Context: an optimization exercise on an open-source flow, tuned for small area and few clock cycles per item. The choices shown serve that exercise and are no tape-out recipe. Only the layout flow was run in this run; the RTL was not checked for function there.

$ cat flow/design.v
`timescale 1ns / 1ps
package d2d_pkg;
  localparam int unsigned RAW_W   = 16;
  localparam int unsigned D80_W   = 20;
  localparam int unsigned OFS_W   = 20;
  localparam int unsigned BIAS_W  = 21;
  localparam int unsigned DEN_W   = 21;    
  localparam int unsigned Y_W     = 35;    
  localparam int unsigned NP_W    = 33;    
  localparam int unsigned XS_W    = 53;    
  localparam int unsigned RW      = 23;    
  localparam int unsigned QT_W    = 21;    
  localparam int unsigned CDATA_W = 32;
  localparam logic [15:0] DISP_HIGH_MAX = 16'd950;
endpackage
`timescale 1ns / 1ps
module d2d_add #(
  parameter int unsigned W = 8,
  parameter int unsigned L = W     
) (
  input  logic [W-1:0] a,
  input  logic [W-1:0] b,
  input  logic         ci,
  output logic [W-1:0] s,
  output logic         co
);
  logic [L:0]   c;
  logic [L-1:0] sl;
  always_comb begin
    c[0] = ci;
    for (int i = 0; i < L; i++) begin
      sl[i]  = a[i] ^ b[i] ^ c[i];
      c[i+1] = (a[i] & b[i]) | (a[i] & c[i]) | (b[i] & c[i]);
    end
  end
  if (L < W) begin : g_sel
    localparam int unsigned H = W - L;
    logic [H:0]   c0, c1;
    logic [H-1:0] s0, s1;
    always_comb begin
      c0[0] = 1'b0;
      c1[0] = 1'b1;
      for (int i = 0; i < H; i++) begin
        s0[i]   = a[L+i] ^ b[L+i] ^ c0[i];
        c0[i+1] = (a[L+i] & b[L+i]) | (a[L+i] & c0[i]) | (b[L+i] & c0[i]);
        s1[i]   = a[L+i] ^ b[L+i] ^ c1[i];
        c1[i+1] = (a[L+i] & b[L+i]) | (a[L+i] & c1[i]) | (b[L+i] & c1[i]);
      end
    end
    assign s  = {c[L] ? s1 : s0, sl};
    assign co       = c[L] ? c1[H] : c0[H];
  end else begin : g_rip
    assign s  = sl;
    assign co = c[L];
  end
endmodule
`timescale 1ns / 1ps
module d2d_cfg_regs (
  input  logic                        clk,
  input  logic                        rst_n,
  input  logic                        cfg_valid,
  output logic                        cfg_ready,
  input  logic [2:0]                  cfg_index,
  input  logic [d2d_pkg::CDATA_W-1:0] cfg_data,
  output logic                        disp_fmt,
  output logic                        big,         
  output logic [d2d_pkg::OFS_W-1:0]   drv_ofs,
  output logic [d2d_pkg::BIAS_W-1:0]  bias,
  output logic                        ign_zero,
  output logic                        depth_fmt,
  output logic [d2d_pkg::Y_W-1:0]     fb5,         
  output logic [d2d_pkg::NP_W-1:0]    nmm,         
  output logic                        lim_sat,     
  output logic                        lim_any,     
  output logic [d2d_pkg::QT_W-1:0]    lim_q,       
  output logic                        lim_nz,      
  output logic                        busy
);
  logic [31:0]               md_r;
  logic [d2d_pkg::Y_W-1:0]   fb5_r;
  logic [d2d_pkg::NP_W-1:0]  nmm_r;
  logic                      wr;
  logic [d2d_pkg::Y_W-1:0]   fb5_w;
  logic                      fb5_co;
  d2d_add #(.W(33), .L(17)) u_fb5 (
    .a  ({1'b0, cfg_data}),
    .b  ({3'b000, cfg_data[31:2]}),
    .ci (1'b0),
    .s  (fb5_w[34:2]),
    .co (fb5_co)
  );
  assign fb5_w[1:0] = cfg_data[1:0];
  assign cfg_ready = 1'b1;
  assign wr        = cfg_valid;
  logic [31:0] wd;
  logic [7:0]  en;
  assign wd = cfg_data & {32{rst_n}};
  always_comb begin
    for (int k = 0; k < 8; k++) en[k] = !rst_n || (wr && cfg_index == 3'(k));
  end
  always_ff @(posedge clk) begin
    if (en[0]) disp_fmt  <= wd[0];
    if (en[1]) big       <= rst_n && (cfg_data[15:0] > d2d_pkg::DISP_HIGH_MAX);
    if (en[2]) drv_ofs   <= wd[d2d_pkg::OFS_W-1:0];
    if (en[3]) bias      <= wd[d2d_pkg::BIAS_W-1:0];
    if (en[4]) fb5_r     <= fb5_w & {d2d_pkg::Y_W{rst_n}};
    if (en[5]) md_r      <= cfg_data | {32{!rst_n}};
    if (en[6]) ign_zero  <= wd[0];
    if (en[7]) depth_fmt <= wd[0];
  end
  logic [41:0] za, zb, zc, zs, zk, zsum;
  logic [21:0] zcy;
  logic [42:21] zchi;
  logic        zc21_r;
  assign za = {fb5_r, 7'd0};
  assign zb = ~{6'd0, fb5_r, 1'b0};
  assign zc = ~{7'd0, fb5_r};
  always_comb begin
    for (int i = 0; i < 42; i++) begin
      zs[i] = za[i] ^ zb[i] ^ zc[i];
      if (i == 0) zk[i] = 1'b1;
      else        zk[i] = (za[i-1] & zb[i-1]) | (za[i-1] & zc[i-1]) | (zb[i-1] & zc[i-1]);
    end
    zcy[0] = 1'b1;
    for (int i = 0; i < 21; i++) begin
      zsum[i]  = zs[i] ^ zk[i] ^ zcy[i];
      zcy[i+1] = (zs[i] & zk[i]) | (zs[i] & zcy[i]) | (zk[i] & zcy[i]);
    end
    zchi[21] = zc21_r;
    for (int i = 21; i < 42; i++) begin
      zsum[i]   = zs[i] ^ zk[i] ^ zchi[i];
      zchi[i+1] = (zs[i] & zk[i]) | (zs[i] & zchi[i]) | (zk[i] & zchi[i]);
    end
  end
  always_ff @(posedge clk) begin
    zc21_r <= zcy[21];
    nmm_r  <= zsum[41:9];
  end
  assign fb5 = fb5_r;
  assign nmm = nmm_r;
  logic [31:0] rem_r;
  logic [21:0] qd_r;
  logic        any_r;
  logic [4:0]  cnt_r;
  logic        busy_r;
  logic [32:0] r2;
  logic [32:0] diff;
  logic        ge;
  assign r2   = {rem_r, qd_r[21]};
  logic        dco;
  d2d_add #(.W(33), .L(16)) u_sub (
    .a  (r2),
    .b  (~{1'b0, md_r}),
    .ci (1'b1),
    .s  (diff),
    .co (dco)
  );
  assign ge = dco;
  always_ff @(posedge clk) begin
    if (!rst_n) begin
      busy_r <= 1'b0;
      cnt_r  <= '0;
      rem_r  <= '0;
      qd_r   <= '0;
      any_r  <= 1'b1;
    end else if (wr && cfg_index == 3'd4) begin
      busy_r <= 1'b1;
      cnt_r  <= '0;
    end else if ((wr && cfg_index == 3'd5) || (busy_r && cnt_r == 5'd0)) begin
      busy_r <= 1'b1;
      cnt_r  <= 5'd1;
      rem_r  <= {15'd0, fb5_r[34:18]};
      qd_r   <= {fb5_r[17:0], 4'b0000};
      any_r  <= fb5_r == '0;
    end else if (busy_r) begin
      cnt_r <= cnt_r + 5'd1;
      rem_r <= ge ? diff[31:0] : r2[31:0];
      qd_r  <= {qd_r[20:0], ge};
      if (cnt_r == 5'd22) busy_r <= 1'b0;
    end
  end
  assign lim_sat = qd_r[21];
  assign lim_any = any_r;
  assign lim_q   = qd_r[20:0];
  assign lim_nz  = rem_r != '0;
  assign busy    = busy_r && (cnt_r != 5'd22);
endmodule
`timescale 1ns / 1ps
module d2d_front (
  input  logic                        clk,
  input  logic                        rst_n,
  input  logic                        ce,
  input  logic                        disp_fmt,
  input  logic                        big,
  input  logic [d2d_pkg::OFS_W-1:0]   drv_ofs,
  input  logic [d2d_pkg::BIAS_W-1:0]  bias,
  input  logic                        ign_zero,
  input  logic                        depth_fmt,
  input  logic [d2d_pkg::Y_W-1:0]     fb5,
  input  logic [d2d_pkg::NP_W-1:0]    nmm,
  input  logic                        lim_sat,
  input  logic                        lim_any,
  input  logic [d2d_pkg::QT_W-1:0]    lim_q,
  input  logic                        lim_nz,
  input  logic                        in_valid,
  input  logic [d2d_pkg::RAW_W-1:0]   in_raw,
  output logic                        n_v,
  output logic                        n_ok,
  output logic                        n_ovf,
  output logic [20:0]                 n_dv,
  output logic [20:0]                 n_r0,
  output logic [31:0]                 n_xp
);
  logic [15:0]               m;
  logic [18:0]               m5;
  logic                      m5_co;
  logic [d2d_pkg::D80_W-1:0] d80;
  logic                      v0_r;
  logic [d2d_pkg::D80_W-1:0] d80_r;
  assign m = disp_fmt ? in_raw : {8'd0, in_raw[7:0]};
  d2d_add #(.W(17), .L(9)) u_m5 (
    .a  ({1'b0, m}),
    .b  ({3'b000, m[15:2]}),
    .ci (1'b0),
    .s  (m5[18:2]),
    .co (m5_co)
  );
  assign m5[1:0] = m[1:0];
  always_comb begin
    unique case ({disp_fmt, big})
      2'b00:   d80 = {m5[15:0], 4'd0};             
      2'b01:   d80 = {9'd0, m[7:0], 3'd0};        
      2'b10:   d80 = {1'b0, m5, 1'b0};           
      default: d80 = {4'd0, m};                  
    endcase
  end
  always_ff @(posedge clk) begin
    if (!rst_n)  v0_r <= 1'b0;
    else if (ce) v0_r <= in_valid;
  end
  always_ff @(posedge clk) begin
    if (ce) d80_r <= d80;
  end
  logic        ge;
  logic [19:0] gsum;
  logic [21:0] ta, tb, tk, tsum;
  logic        t_co;
  logic [21:0] den_nxt;
  d2d_add #(.W(20), .L(10)) u_ge (
    .a  (d80_r),
    .b  (~drv_ofs),
    .ci (1'b0),
    .s  (gsum),
    .co (ge)
  );
  assign ta = {2'b00, d80_r};
  assign tb = ~{2'b00, drv_ofs};
  always_comb begin
    tk[0] = 1'b1;
    for (int i = 0; i < 22; i++) begin
      tsum[i] = ta[i] ^ tb[i] ^ bias_x[i];
      if (i < 21) tk[i+1] = (ta[i] & tb[i]) | (ta[i] & bias_x[i]) | (tb[i] & bias_x[i]);
    end
  end
  logic [21:0] bias_x;
  logic [21:0] dsum;
  assign bias_x = {bias[20], bias};
  d2d_add #(.W(22), .L(11)) u_den (
    .a  (tsum),
    .b  (tk),
    .ci (1'b0),
    .s  (dsum),
    .co (t_co)
  );
  assign den_nxt = ge ? dsum : bias_x;
  logic [20:0]      den;
  logic             pos;
  logic             lim_ok;
  logic [48:0]      x;
  logic [5:0][20:0] t;
  logic [4:0]       sh;
  assign den    = den_nxt[20:0];
  assign pos    = !den_nxt[21] && (den != '0);
  assign lim_ok = lim_any || (!lim_sat && ({den, 1'b1} > {lim_q, lim_nz}));
  assign x      = depth_fmt ? {10'd0, fb5, 4'd0} : {nmm, 16'd0};
  assign t[0] = den;
  for (genvar l = 0; l < 5; l++) begin : g_lz
    localparam int unsigned SH = 16 >> l;
    assign sh[4-l] = t[l][20 -: SH] == '0;
    assign t[l+1]  = sh[4-l] ? {t[l][20-SH:0], {SH{1'b0}}} : t[l];
  end
  logic        v1_r;
  logic        ok1_r;
  logic        ovf1_r;
  logic [19:0] dv1_r;
  logic [4:0]  sh1_r;
  always_ff @(posedge clk) begin
    if (!rst_n)  v1_r <= 1'b0;
    else if (ce) v1_r <= v0_r;
  end
  always_ff @(posedge clk) begin
    if (ce) begin
      ok1_r  <= pos && !(ign_zero && !ge) && lim_ok;
      ovf1_r <= x[48:32] >= {4'd0, den};
      dv1_r  <= t[5][19:0];
      sh1_r  <= sh;
    end
  end
  logic [5:0][52:0] xs;
  assign xs[0] = {4'd0, x};
  for (genvar l = 0; l < 5; l++) begin : g_xs
    localparam int unsigned SH = 16 >> l;
    assign xs[l+1] = sh1_r[4-l] ? {xs[l][52-SH:0], {SH{1'b0}}} : xs[l];
  end
  assign n_v   = v1_r;
  assign n_ok  = ok1_r;
  assign n_ovf = ovf1_r;
  assign n_dv  = {1'b1, dv1_r};    
  assign n_r0  = xs[5][52:32];
  assign n_xp  = xs[5][31:0];
endmodule
`timescale 1ns / 1ps
module d2d_srt_step (
  input  logic [18:0] ws,       
  input  logic [18:1] wc,       
  input  logic [3:0]  est,      
  input  logic [20:0] dv,       
  input  logic        b,        
  output logic [18:0] ws_n,
  output logic [18:1] wc_n,
  output logic [3:0]  est_n,
  output logic        qp,
  output logic        qn
);
  logic [18:0] a;
  logic [18:0] c;
  logic [19:0] op;
  assign qp = !est[3];
  assign qn = est[3] && !(&est[2:0]);
  always_comb begin
    a[0] = b;
    c[0] = qp;
    a[1] = ws[0];
    c[1] = 1'b0;
    for (int i = 2; i < 19; i++) begin
      a[i] = ws[i-1];
      c[i] = wc[i-1];
    end
    for (int i = 0; i < 20; i++) op[i] = dv[i] ? qn : qp;
  end
  always_comb begin
    for (int i = 0; i < 19; i++) begin
      ws_n[i] = a[i] ^ c[i] ^ op[i];
      if (i < 18) wc_n[i+1] = (a[i] & c[i]) | (op[i] & a[i]) | (op[i] & c[i]);
    end
  end
  logic c18;
  assign c18   = (ws[17] & wc[17]) | (op[18] & (ws[17] | wc[17]));
  assign est_n = {est[2:0], ws[18]} + {qp, qp, qn, op[19]} + {3'b000, wc[18]} + {3'b000, c18};
endmodule
module d2d_srt_steps #(
  parameter int unsigned K = 5
) (
  input  logic [18:0] ws_in,
  input  logic [18:1] wc_in,
  input  logic [3:0]  est_in,
  input  logic [20:0] dv,
  input  logic [31:0] xp_in,    
  input  logic [31:0] qn_in,    
  output logic [18:0] ws_o,
  output logic [18:1] wc_o,
  output logic [3:0]  est_o,
  output logic [31:0] xp_o,
  output logic [31:0] qn_o
);
  logic [K:0][18:0] ws;
  logic [K:0][18:1] wc;
  logic [K:0][3:0]  est;
  logic [K:0][31:0] xp;
  logic [K:0][31:0] qn;
  assign ws[0]  = ws_in;
  assign wc[0]  = wc_in;
  assign est[0] = est_in;
  assign xp[0]  = xp_in;
  assign qn[0]  = qn_in;
  for (genvar g = 0; g < K; g++) begin : g_it
    logic p, n;
    d2d_srt_step u_step (
      .ws    (ws[g]),
      .wc    (wc[g]),
      .est   (est[g]),
      .dv    (dv),
      .b     (xp[g][31]),
      .ws_n  (ws[g+1]),
      .wc_n  (wc[g+1]),
      .est_n (est[g+1]),
      .qp    (p),
      .qn    (n)
    );
    assign xp[g+1] = {xp[g][30:0], p};
    assign qn[g+1] = {qn[g][30:0], n};
  end
  assign ws_o  = ws[K];
  assign wc_o  = wc[K];
  assign est_o = est[K];
  assign xp_o  = xp[K];
  assign qn_o  = qn[K];
endmodule
module d2d_srt_stage #(
  parameter int unsigned J0 = 0,
  parameter int unsigned K  = 5
) (
  input  logic             clk,
  input  logic             rst_n,
  input  logic             ce,
  input  logic             v_in,
  input  logic             ok_in,
  input  logic             ovf_in,
  input  logic [18:0]      ws_in,
  input  logic [18:1]      wc_in,
  input  logic [3:0]       est_in,
  input  logic [20:0]      dv_in,
  input  logic [31:0]      xp_in,
  input  logic [31:0]      qn_in,    
  output logic             v_r,
  output logic             ok_r,
  output logic             ovf_r,
  output logic [18:0]      ws_r,
  output logic [18:1]      wc_r,
  output logic [3:0]       est_r,
  output logic [20:0]      dv_r,
  output logic [31:0]      xp_r,
  output logic [31:0]      qn_r      
);
  localparam int unsigned J1 = J0 + K;
  logic [18:0]   ws_o;
  logic [18:1]   wc_o;
  logic [3:0]    est_o;
  logic [31:0]   xp_o;
  logic [31:0]   qn_o;
  logic [J1-1:0] qn_q;
  logic [19:0]   dv_q;
  assign dv_r = {1'b1, dv_q};
  d2d_srt_steps #(.K(K)) u_steps (
    .ws_in  (ws_in),
    .wc_in  (wc_in),
    .est_in (est_in),
    .dv     (dv_in),
    .xp_in  (xp_in),
    .qn_in  (qn_in),
    .ws_o   (ws_o),
    .wc_o   (wc_o),
    .est_o  (est_o),
    .xp_o   (xp_o),
    .qn_o   (qn_o)
  );
  if (J1 < 32) begin : g_qz
    assign qn_r = {{(32-J1){1'b0}}, qn_q};
  end else begin : g_qf
    assign qn_r = qn_q;
  end
  always_ff @(posedge clk) begin
    if (!rst_n)  v_r <= 1'b0;
    else if (ce) v_r <= v_in;
  end
  always_ff @(posedge clk) begin
    if (ce) begin
      ok_r  <= ok_in;
      ovf_r <= ovf_in;
      ws_r  <= ws_o;
      wc_r  <= wc_o;
      est_r <= est_o;
      dv_q  <= dv_in[19:0];
      xp_r  <= xp_o;
      qn_q  <= qn_o[J1-1:0];
    end
  end
endmodule
`timescale 1ns / 1ps
module d2d_out #(
  parameter int unsigned K = 3
) (
  input  logic         clk,
  input  logic         rst_n,
  input  logic         ce,
  input  logic         depth_fmt,
  input  logic         up_v,
  input  logic         up_ok,
  input  logic         up_ovf,
  input  logic [18:0]  up_ws,
  input  logic [18:1]  up_wc,
  input  logic [3:0]   up_est,
  input  logic [20:0]  up_dv,
  input  logic [31:0]  up_xp,
  input  logic [31:0]  up_qn,
  output logic         out_tvalid,
  output logic [31:0]  out_tdata,
  output logic         out_tuser
);
  logic [18:0] ws;
  logic [18:1] wc;
  logic [3:0]  est;
  logic [31:0] qp;
  logic [31:0] qn;
  logic [22:0] r;
  logic [31:0] q;
  logic [31:0] val;
  d2d_srt_steps #(.K(K)) u_steps (
    .ws_in (up_ws),
    .wc_in (up_wc),
    .est_in (up_est),
    .dv    (up_dv),
    .xp_in (up_xp),
    .qn_in (up_qn),
    .ws_o  (ws),
    .wc_o  (wc),
    .est_o (est),
    .xp_o  (qp),
    .qn_o  (qn)
  );
  localparam int unsigned JH = 32 - K;
  logic [JH-1:0] sh, shm;
  logic [K:0]    e;
  localparam int unsigned JL = JH / 2;
  logic [JH-1:0] pa, nb;
  logic [JL:0]   c0, c1;
  logic [JH:JL]  h0, h1;
  logic [JH-1:0] s0, s1;
  assign pa = up_xp[JH-1:0];
  assign nb = ~up_qn[JH-1:0];
  always_comb begin
    c0[0] = 1'b0;
    c1[0] = 1'b1;
    for (int i = 0; i < JL; i++) begin
      s0[i]   = pa[i] ^ nb[i] ^ c0[i];
      c0[i+1] = (pa[i] & nb[i]) | (pa[i] & c0[i]) | (nb[i] & c0[i]);
      s1[i]   = pa[i] ^ nb[i] ^ c1[i];
      c1[i+1] = (pa[i] & nb[i]) | (pa[i] & c1[i]) | (nb[i] & c1[i]);
    end
    h0[JL] = 1'b0;
    h1[JL] = 1'b1;
    for (int i = JL; i < JH; i++) begin
      s0[i]   = pa[i] ^ nb[i] ^ h0[i];
      h0[i+1] = (pa[i] & nb[i]) | (pa[i] & h0[i]) | (nb[i] & h0[i]);
      s1[i]   = pa[i] ^ nb[i] ^ h1[i];
      h1[i+1] = (pa[i] & nb[i]) | (pa[i] & h1[i]) | (nb[i] & h1[i]);
    end
  end
  assign sh  = {c1[JL] ? s1[JH-1:JL] : s0[JH-1:JL], s1[JL-1:0]};
  assign shm = {c0[JL] ? s1[JH-1:JL] : s0[JH-1:JL], s0[JL-1:0]};
  assign r   = {est, ws} + {4'b0000, wc, 1'b0};
  assign e   = {1'b0, qp[K-1:0]} - {1'b0, qn[K-1:0]} - {{K{1'b0}}, r[22]};
  assign q   = {e[K] ? shm : sh, e[K-1:0]};
  always_comb begin
    if (!up_ok)         val = '0;
    else if (depth_fmt) val = q;
    else if (up_ovf)    val = 32'h0000_FFFF;
    else                val = {16'd0, q[31:16]};
  end
  logic o_v_r;
  logic [31:0] o_val_r;
  logic o_ok_r;
  always_ff @(posedge clk) begin
    if (!rst_n)  o_v_r <= 1'b0;
    else if (ce) o_v_r <= up_v;
  end
  always_ff @(posedge clk) begin
    if (ce) begin
      o_val_r <= val;
      o_ok_r  <= up_ok;
    end
  end
  assign out_tvalid = o_v_r;
  assign out_tdata  = o_val_r;
  assign out_tuser  = o_ok_r;
endmodule
`timescale 1ns / 1ps
module disparity_to_depth_pixel_core (
  input  logic                         clk,
  input  logic                         rst_n,
  input  logic                         in_tvalid,
  output logic                         in_tready,
  input  logic [15:0]                  in_tdata,    
  output logic                         out_tvalid,
  input  logic                         out_tready,
  output logic [31:0]                  out_tdata,   
  output logic                         out_tuser,   
  input  logic                         cfg_valid,
  output logic                         cfg_ready,
  input  logic [2:0]                   cfg_index,
  input  logic [31:0]                  cfg_data
);
  localparam int unsigned K0 = 4;
  localparam int unsigned KM = 5;
  localparam int unsigned NM = 5;
  localparam int unsigned KL = 32 - K0 - KM * NM;
  logic                        disp_fmt, big, ign_zero, depth_fmt;
  logic [d2d_pkg::OFS_W-1:0]   drv_ofs;
  logic [d2d_pkg::BIAS_W-1:0]  bias;
  logic [d2d_pkg::Y_W-1:0]     fb5;
  logic [d2d_pkg::NP_W-1:0]    nmm;
  logic                        lim_sat, lim_any, lim_nz, busy;
  logic [d2d_pkg::QT_W-1:0]    lim_q;
  logic                        ce;
  assign ce        = !out_tvalid || out_tready;
  assign in_tready = ce && !busy;
  d2d_cfg_regs u_cfg (
    .clk       (clk),
    .rst_n     (rst_n),
    .cfg_valid (cfg_valid),
    .cfg_ready (cfg_ready),
    .cfg_index (cfg_index),
    .cfg_data  (cfg_data),
    .disp_fmt  (disp_fmt),
    .big       (big),
    .drv_ofs   (drv_ofs),
    .bias      (bias),
    .ign_zero  (ign_zero),
    .depth_fmt (depth_fmt),
    .fb5       (fb5),
    .nmm       (nmm),
    .lim_sat   (lim_sat),
    .lim_any   (lim_any),
    .lim_q     (lim_q),
    .lim_nz    (lim_nz),
    .busy      (busy)
  );
  logic        n_v, n_ok, n_ovf;
  logic [20:0] n_dv, n_r0;
  logic [31:0] n_xp;
  d2d_front u_front (
    .clk       (clk),
    .rst_n     (rst_n),
    .ce        (ce),
    .disp_fmt  (disp_fmt),
    .big       (big),
    .drv_ofs   (drv_ofs),
    .bias      (bias),
    .ign_zero  (ign_zero),
    .depth_fmt (depth_fmt),
    .fb5       (fb5),
    .nmm       (nmm),
    .lim_sat   (lim_sat),
    .lim_any   (lim_any),
    .lim_q     (lim_q),
    .lim_nz    (lim_nz),
    .in_valid  (in_tvalid && in_tready),
    .in_raw    (in_tdata),
    .n_v       (n_v),
    .n_ok      (n_ok),
    .n_ovf     (n_ovf),
    .n_dv      (n_dv),
    .n_r0      (n_r0),
    .n_xp      (n_xp)
  );
  logic [NM+1:0]        s_v, s_ok, s_ovf;
  logic [NM+1:0][18:0]  s_ws;
  logic [NM+1:0][18:1]  s_wc;
  logic [NM+1:0][3:0]   s_est;
  logic [NM+1:0][20:0]  s_dv;
  logic [NM+1:0][31:0]  s_xp, s_qn;
  assign s_v[0]   = n_v;
  assign s_ok[0]  = n_ok;
  assign s_ovf[0] = n_ovf;
  assign s_ws[0]  = n_r0[18:0];
  assign s_wc[0]  = '0;
  assign s_est[0] = {2'b00, n_r0[20:19]};
  assign s_dv[0]  = n_dv;
  assign s_xp[0]  = n_xp;
  assign s_qn[0]  = '0;
  for (genvar g = 0; g <= NM; g++) begin : g_stage
    d2d_srt_stage #(
      .J0 (g == 0 ? 0 : K0 + KM * (g - 1)),
      .K  (g == 0 ? K0 : KM)
    ) u_stage (
      .clk    (clk),
      .rst_n  (rst_n),
      .ce     (ce),
      .v_in   (s_v[g]),
      .ok_in  (s_ok[g]),
      .ovf_in (s_ovf[g]),
      .ws_in  (s_ws[g]),
      .wc_in  (s_wc[g]),
      .est_in (s_est[g]),
      .dv_in  (s_dv[g]),
      .xp_in  (s_xp[g]),
      .qn_in  (s_qn[g]),
      .v_r    (s_v[g+1]),
      .ok_r   (s_ok[g+1]),
      .ovf_r  (s_ovf[g+1]),
      .ws_r   (s_ws[g+1]),
      .wc_r   (s_wc[g+1]),
      .est_r  (s_est[g+1]),
      .dv_r   (s_dv[g+1]),
      .xp_r   (s_xp[g+1]),
      .qn_r   (s_qn[g+1])
    );
  end
  d2d_out #(.K(KL)) u_out (
    .clk        (clk),
    .rst_n      (rst_n),
    .ce         (ce),
    .depth_fmt  (depth_fmt),
    .up_v       (s_v[NM+1]),
    .up_ok      (s_ok[NM+1]),
    .up_ovf     (s_ovf[NM+1]),
    .up_ws      (s_ws[NM+1]),
    .up_wc      (s_wc[NM+1]),
    .up_est     (s_est[NM+1]),
    .up_dv      (s_dv[NM+1]),
    .up_xp      (s_xp[NM+1]),
    .up_qn      (s_qn[NM+1]),
    .out_tvalid (out_tvalid),
    .out_tdata  (out_tdata),
    .out_tuser  (out_tuser)
  );
endmodule
$ cat flow/flow/run.sh
#!/bin/bash
# Standard layout with one extra pass after synthesis: flow/fapol.py chooses the
# polarity of each full adder cell so that fewer inverters are needed between them.
# Registers and every other cell stay as the standard synthesis made them.
set -euo pipefail
R="$PWD/orfs/results/$FLOW_PLATFORM/disparity_to_depth_pixel_core/base"
bash standard.sh "$R/1_2_yosys.v" > synth.log 2>&1
cp "$R/1_2_yosys.v" "$R/1_2_yosys.std.v"
python3 flow/fapol.py "$R/1_2_yosys.std.v" "$R/1_2_yosys.v" > fapol.log 2>&1 \
  || cp "$R/1_2_yosys.std.v" "$R/1_2_yosys.v"
bash standard.sh > layout.log 2>&1
$ cat flow/flow/fapol.py
#!/usr/bin/env python3
"""Full adder polarity pass on a Yosys gate netlist (one flat module).

A full adder is self-dual: FA(~a, ~b, ~c) = (~sum, ~cout). Synthesis often leaves
inverters between full adders. This pass collapses every inverter chain to its root
signal, then picks for each full adder whether it computes on complemented inputs and
outputs, so that as few signals as possible need an inverted copy, and writes the
netlist back with one inverter per signal that still needs one. Registers and every
other cell are left as they are.

usage: fapol.py IN.v OUT.v
"""
import random
import re
import sys

OUT_PINS = {"X", "Y", "Q", "Q_N", "SUM", "COUT", "HI", "LO"}
INV_RE = re.compile(r"sky130_fd_sc_hd__(inv|clkinv)_\d+$")
FA_RE = re.compile(r"sky130_fd_sc_hd__fa_\d+$")
# an inverted input of an XOR or XNOR gate is absorbed by swapping the two
XOR_SWAP = {"xor2": "xnor2", "xnor2": "xor2", "xor3": "xnor3", "xnor3": "xor3"}
XOR_OUT = {"xor2": "X", "xnor2": "Y", "xor3": "X", "xnor3": "X"}
XOR_RE = re.compile(r"sky130_fd_sc_hd__(xor2|xnor2|xor3|xnor3)_(\d+)$")
CELL_RE = re.compile(r"^\s*(sky130_fd_sc_hd__\w+)\s+(\S+)\s*\((.*?)\);", re.S | re.M)
PIN_RE = re.compile(r"\.(\w+)\(([^()]*)\)")
CONST_RE = re.compile(r"^\d+'[bh][01]$")


def esc(n):
    """An escaped identifier ends at white space."""
    return n + " " if n.startswith("\\") else n


def main(src, dst):
    text = open(src).read()
    mstart = text.index("module ")
    body_end = text.rindex("endmodule")
    ports = set()
    for m in re.finditer(r"^\s*(input|output)\s+(\[\d+:\d+\]\s+)?(\S+);", text, re.M):
        name = m.group(3)
        if m.group(2):
            hi, lo = map(int, re.findall(r"\d+", m.group(2)))
            for i in range(min(hi, lo), max(hi, lo) + 1):
                ports.add(f"{name}[{i}]")
        else:
            ports.add(name)

    cells = []  # [type, name, [(pin, net)], span]
    for m in CELL_RE.finditer(text):
        pins = [(p, n.strip()) for p, n in PIN_RE.findall(m.group(3))]
        cells.append([m.group(1), m.group(2), pins, m.span()])

    driver = {}
    for idx, (typ, name, pins, _) in enumerate(cells):
        for p, n in pins:
            if p in OUT_PINS:
                driver[n] = (idx, p)

    # inverters that may go: output not a port
    removable = set()
    for idx, (typ, name, pins, _) in enumerate(cells):
        if INV_RE.match(typ):
            d = dict(pins)
            if d["Y"] not in ports:
                removable.add(idx)

    def root(n):
        pol = 0
        seen = 0
        while n in driver and driver[n][0] in removable and seen < 100:
            n = dict(cells[driver[n][0]][2])["A"]
            pol ^= 1
            seen += 1
        return n, pol

    fas = [i for i, c in enumerate(cells) if FA_RE.match(c[0])]
    xors = {i for i, c in enumerate(cells) if XOR_RE.match(c[0])}
    fa_index = {i: k for k, i in enumerate(fas)}
    flip = [0] * len(fas)

    # consumers: (cell idx, pin idx, root, pol)
    cons = []
    by_root = {}
    for idx, (typ, name, pins, _) in enumerate(cells):
        if idx in removable:
            continue
        for k, (p, n) in enumerate(pins):
            if p in OUT_PINS or CONST_RE.match(n):
                continue
            r, pol = root(n)
            cons.append((idx, k, r, pol))
            by_root.setdefault(r, []).append(len(cons) - 1)
    # ports that are outputs are consumers of their own net (never inverter-driven here)

    def drv_flip(r):
        d = driver.get(r)
        if d and d[0] in fa_index:
            return flip[fa_index[d[0]]]
        return 0

    def cons_flip(ci):
        idx = cons[ci][0]
        return flip[fa_index[idx]] if idx in fa_index else 0

    def root_cost(r):
        pd = drv_flip(r)
        for ci in by_root.get(r, []):
            if cons[ci][0] in xors:
                continue
            if cons[ci][3] ^ cons_flip(ci) ^ pd:
                return 1
        return 0

    # roots touched by each FA: its output nets and the roots of its inputs
    fa_roots = []
    for i in fas:
        rs = set()
        for p, n in cells[i][2]:
            if p in OUT_PINS:
                rs.add(n)
            elif not CONST_RE.match(n):
                rs.add(root(n)[0])
        fa_roots.append(rs)

    total = sum(root_cost(r) for r in by_root)
    start = total
    rng = random.Random(1)
    best = total
    best_flip = list(flip)
    temp = 1.0
    for it in range(60 * len(fas)):
        k = rng.randrange(len(fas))
        rs = fa_roots[k]
        before = sum(root_cost(r) for r in rs)
        flip[k] ^= 1
        after = sum(root_cost(r) for r in rs)
        delta = after - before
        if delta <= 0 or rng.random() < pow(2.718, -delta / temp):
            total += delta
            if total < best:
                best = total
                best_flip = list(flip)
        else:
            flip[k] ^= 1
        temp = max(0.05, temp * 0.9999)
    flip[:] = best_flip
    total = best

    # rewrite
    new_pins = {idx: list(pins) for idx, (typ, name, pins, _) in enumerate(cells)}
    inv_of = {}
    extra = []
    wires = []

    def inverted(r):
        if r not in inv_of:
            k = len(inv_of)
            net = f"fapol_n{k}"
            inv_of[r] = net
            wires.append(f"  wire {net};\n")
            extra.append(f"  sky130_fd_sc_hd__inv_1 fapol_i{k} (\n    .A({esc(r)}),\n    .Y({net})\n  );\n")
        return inv_of[r]

    swap = {}
    for ci, (idx, k, r, pol) in enumerate(cons):
        need = pol ^ cons_flip(ci) ^ drv_flip(r)
        p = new_pins[idx][k][0]
        if idx in xors:
            swap[idx] = swap.get(idx, 0) ^ need
            new_pins[idx][k] = (p, r)
        else:
            new_pins[idx][k] = (p, inverted(r) if need else r)
    for idx, par in swap.items():
        if par:
            m = XOR_RE.match(cells[idx][0])
            to = XOR_SWAP[m.group(1)]
            cells[idx][0] = f"sky130_fd_sc_hd__{to}_{m.group(2)}"
            new_pins[idx] = [(XOR_OUT[to] if p in OUT_PINS else p, n) for p, n in new_pins[idx]]
    for k, i in enumerate(fas):
        if flip[k]:
            pins = new_pins[i]
            for j, (p, n) in enumerate(pins):
                if p not in OUT_PINS and CONST_RE.match(n):
                    pins[j] = (p, n[:-1] + ("0" if n[-1] == "1" else "1"))

    out = []
    pos = 0
    for idx, (typ, name, pins, span) in enumerate(cells):
        out.append(text[pos:span[0]])
        pos = span[1]
        if idx in removable:
            continue
        conn = ",\n".join(f"    .{p}({esc(n)})" for p, n in new_pins[idx])
        out.append(f"  {typ} {name} (\n{conn}\n  );")
    tail = text[pos:]
    e = tail.rindex("endmodule")
    out.append(tail[:e])
    out.extend(wires)
    out.extend(extra)
    out.append(tail[e:])
    result = "".join(out)
    # declarations must come before use for some readers: move wires to the module head
    head_end = result.index(";", result.index("module ")) + 1
    decl = "".join(wires)
    result = result.replace(decl, "", 1)
    result = result[:head_end] + "\n" + decl + result[head_end:]
    open(dst, "w").write(result)
    print(f"fapol: {len(fas)} full adders, {sum(flip)} flipped, {len(removable)} inverters removed,"
          f" {len(inv_of)} added (signals needing an inverted copy: {start} -> {total})")


if __name__ == "__main__":
    main(sys.argv[1], sys.argv[2])
$ cat flow/standard.sh
#!/bin/bash
# synth_recipe.tcl (not shown) runs the flow's synth.tcl, then flattens the netlist and writes it again
# the make line also repeats each setting of config.mk as NAME=value (left out here)
make -C /OpenROAD-flow-scripts/flow DESIGN_CONFIG=/design/flow/config.mk WORK_HOME=/design/flow/orfs CLKGATE_MAP_FILE= SYNTH_SCRIPT=/design/flow/synth_recipe.tcl "${@:-finish}"
$ cat flow/config.mk
export PLATFORM = sky130hd
export DESIGN_NAME = disparity_to_depth_pixel_core
export DESIGN_NICKNAME = disparity_to_depth_pixel_core
export VERILOG_FILES = /design/flow/design.v
export SDC_FILE = /design/flow/constraint.sdc
export NUM_CORES = 4
export LEC_CHECK = 0
export CAP_MARGIN = 20
export CORE_MARGIN = 2
export CORE_UTILIZATION = 40
export CTS_BUF_LIST = sky130_fd_sc_hd__clkbuf_8
export CTS_CLUSTER_DIAMETER = 80
export CTS_CLUSTER_SIZE = 16
export SLEW_MARGIN = 20
$ cat flow/constraint.sdc
create_clock -name core_clock -period 12.0 [get_ports {clk}]
set_input_delay 2.4000 -clock core_clock [delete_from_list [all_inputs] [get_ports {clk}]]
set_output_delay 2.4000 -clock core_clock [all_outputs]
set_load 0.01 [all_outputs]
==> qor.yml <==
grt:
  grt_max_degree: 156
  grt_antenna_before_repair: 9
  grt_usage: 0.1787
  grt_pass1_vias: 44030
  grt_overflow_total: 0
  grt_pass1_wl_mm: 246.7
drt:
  detail-route-antenna-nets: 0
  drt_iter0_markers: 2852
  first_pass_iters: 5
  vias: 43420
  wl_mm: 156.6
  wl_per_cell_um: 18.59
  vias_per_cell: 5.155
  drc: 0
finish:
  area_delta_synth_final_pct: 8.574
  drive_gt1_frac: 0.07272
  final_common_cell: "edfxtp_1"
  fin_util: 0.4365
  layout_common_cells: "826 x edfxtp_1, 739 x inv_1, 725 x fa_1"
  fin_nets: 7345
  stdcell_area_um2: 73880
floorplanning:
  core_area_um2: 169300
  initial_core_util: 0.4020
  die_h_um: 416.5
  boundaryPins: 92
  dieArea_um2: 173400
  rows: 151
  chipWidth_um: 416.5
worst_setup_path:
  crit_path_max_fanout: 23
  critPathMaxStageDelay_ps: 490
  crit_arrival_ps: 12020
  reg2reg_slack_ps: 550
  crit_type: "flop to flop"
  cp.required_ps: 12570
  crit_family: "adder cells"
  crit_slowest_cell: "fa_1"
  crit_path_start_kind: "flop"
  path_buf_inv: 8
  r2r-end: "g_stage[3].u_stage.est_r[3]"
  reg2regPathDepth: 52
  endpoint_kind: "flop"
  crit_path_start: "g_stage[2].u_stage.est_r[3]"
  reg2reg_from: "g_stage[2].u_stage.est_r[3]"
cts:
  cts_tree: "yes"
  cts_buffers: 77
  htree_num_levels: 3
  cts_sinks: 930
  cts_buffer_depth: 3
  path_clk_slew_ps: 100
  cts_root_buf: "clkbuf_8"
  holdBufCountCts: 0
  clk-insertion-delay-late_ps: 830
placed_design:
  gp_congestion: 0.8650
  postPlaceCellArea_um2: 71670
  portBuffers: 90
  dpl.hpwl_mm: 121.7
timing:
  clock_skew_ps: 51.61
  finalCritPeriodShare: 0.9542
  min_period_ps: 11450
  worst_pin_slew_ps: 1029
  setup_violations: 0
  maxSlewHeadroom: 0.3137
  max_clock_freq_mhz: 87.33
  finalMaxSlewViolations: 0
  hold_viol: 0
  holdWs_ps: 391.8
hold_path:
  whs_endpoint: "g_stage[2].u_stage.xp_r[29]"
  hold_depth: 0
  worstHoldPathType: "flop to flop"
  holdCritStartpoint: "g_stage[1].u_stage.xp_r[24]"
outcome:
  status: "no timing/DRC/antenna violations"
run:
  maxCapViolations: 0
synth:
  syn_nets: 7351
  syn-cell-area_um2: 68050
  synth_warnings: 15
  syn_area_per_cell_um2: 11.03
  synthCells: 6168
[worst register-to-register path, delay by kind of cell (launching register included)]
kind / cells / cell delay [ps]
compound gates: 15 / 2270
xor+xnor: 8 / 1250
fa+ha+maj: 15 / 5630
buf+inv: 8 / 1010
flops: 1 / 410
simple gates: 6 / 630
[repair_timing]
action	in CTS	in global routing
resized for setup	0	93
setup buffers	0	25
endpoints found under the hold margin	0	0
endpoints found under the setup margin	0	45
[through the flow]
stage / setup TNS [ps] / worst slack [ps] / std cells
after floorplan: -1236100 / -1729 / 6168
after global placement: 0 / 36.36 / 8264
after detailed placement: -54.58 / -54.58 / 8265
after CTS: 0 / 75.38 / 8384
after global routing: -109.2 / -72.07 / 8423
final: 0 / 549.7 / 8423
[per-layer routing]
| layer | track usage | part of all wire |
|---|---|---|
| met1 | 0.2389 | 0.44 |
| met2 | 0.3045 | 0.49 |
| met3 | 0.02355 | 0.044 |
| met4 | 0.05036 | 0.029 |
| met5 | 0 | 0.000083 |
[state kept, by name (all words and copies together) (netlist names), 5 cells and up]
signal and count:
u_cfg.drv_ofs 20, u_front.d80_r 20, u_cfg.nmm_r 33, g_stage.u_stage.ovf_r 6, u_front.sh1_r 5, u_cfg.fb5_r 35
u_out.o_val_r 32, g_stage.u_stage.v_r 6, u_cfg.qd_r 22, g_stage.u_stage.est_r 24, g_stage.u_stage.dv_q 120, u_cfg.rem_r 32
u_cfg.cnt_r 5, g_stage.u_stage.qn_q 93, g_stage.u_stage.ok_r 6, g_stage.u_stage.xp_r 163, u_cfg.md_r 32, g_stage.u_stage.ws_r 114
g_stage.u_stage.wc_r 108, u_front.dv1_r 20, u_cfg.bias 21
[layout make-up]
class                      instances  area, µm²
antenna                            3      7.507
clock buffer                      77       1060
clock inverter                    42      461.7
fill                           15770      95400
inverter                         737       2773
multi-input combinational       4157      37550
sequential                       930      26890
tap                             2218       2775
timing repair buffer             259       2376
[how the worst max path moves through the flow]
stage,end,cells after the start
floorplan,g_stage[0].u_stage.dv_q[0],2
global placement,u_cfg.fb5_r[33],34
detailed placement,u_cfg.fb5_r[33],34
CTS,g_stage[3].u_stage.est_r[3],49
global route,g_stage[5].u_stage.est_r[3],46
finish,g_stage[3].u_stage.est_r[3],52

[re-timing with driven ports]
No port has a modelled driver above. Below, the same layout with a new extraction and two added sets of constraints. Step 1 (the two cells are an assumption about what drives the block):
set clk [get_ports {clk}]
set_driving_cell -lib_cell sky130_fd_sc_hd__clkbuf_16 $clk
set_driving_cell -lib_cell sky130_fd_sc_hd__buf_2 [delete_from_list [all_inputs] $clk]
Step 2, shift: input delay + t, output delay - t, t = (earliest + latest rising clock arrival at the registers) / 2. This alone moves slack from input paths to output paths. Slacks: no drivers / after step 1 / after step 2; pairs: no drivers / after step 1.
t, ns: 0.881
setup WS [ns]: 0.550 / 0.550 / -0.035
worst setup path at the end: input to register
Met with ideal ports but missed after step 2: setup timing in this run. For this run, drivers alone change the setup slack by 0.000 ns; drivers and shift together by -0.585 ns.
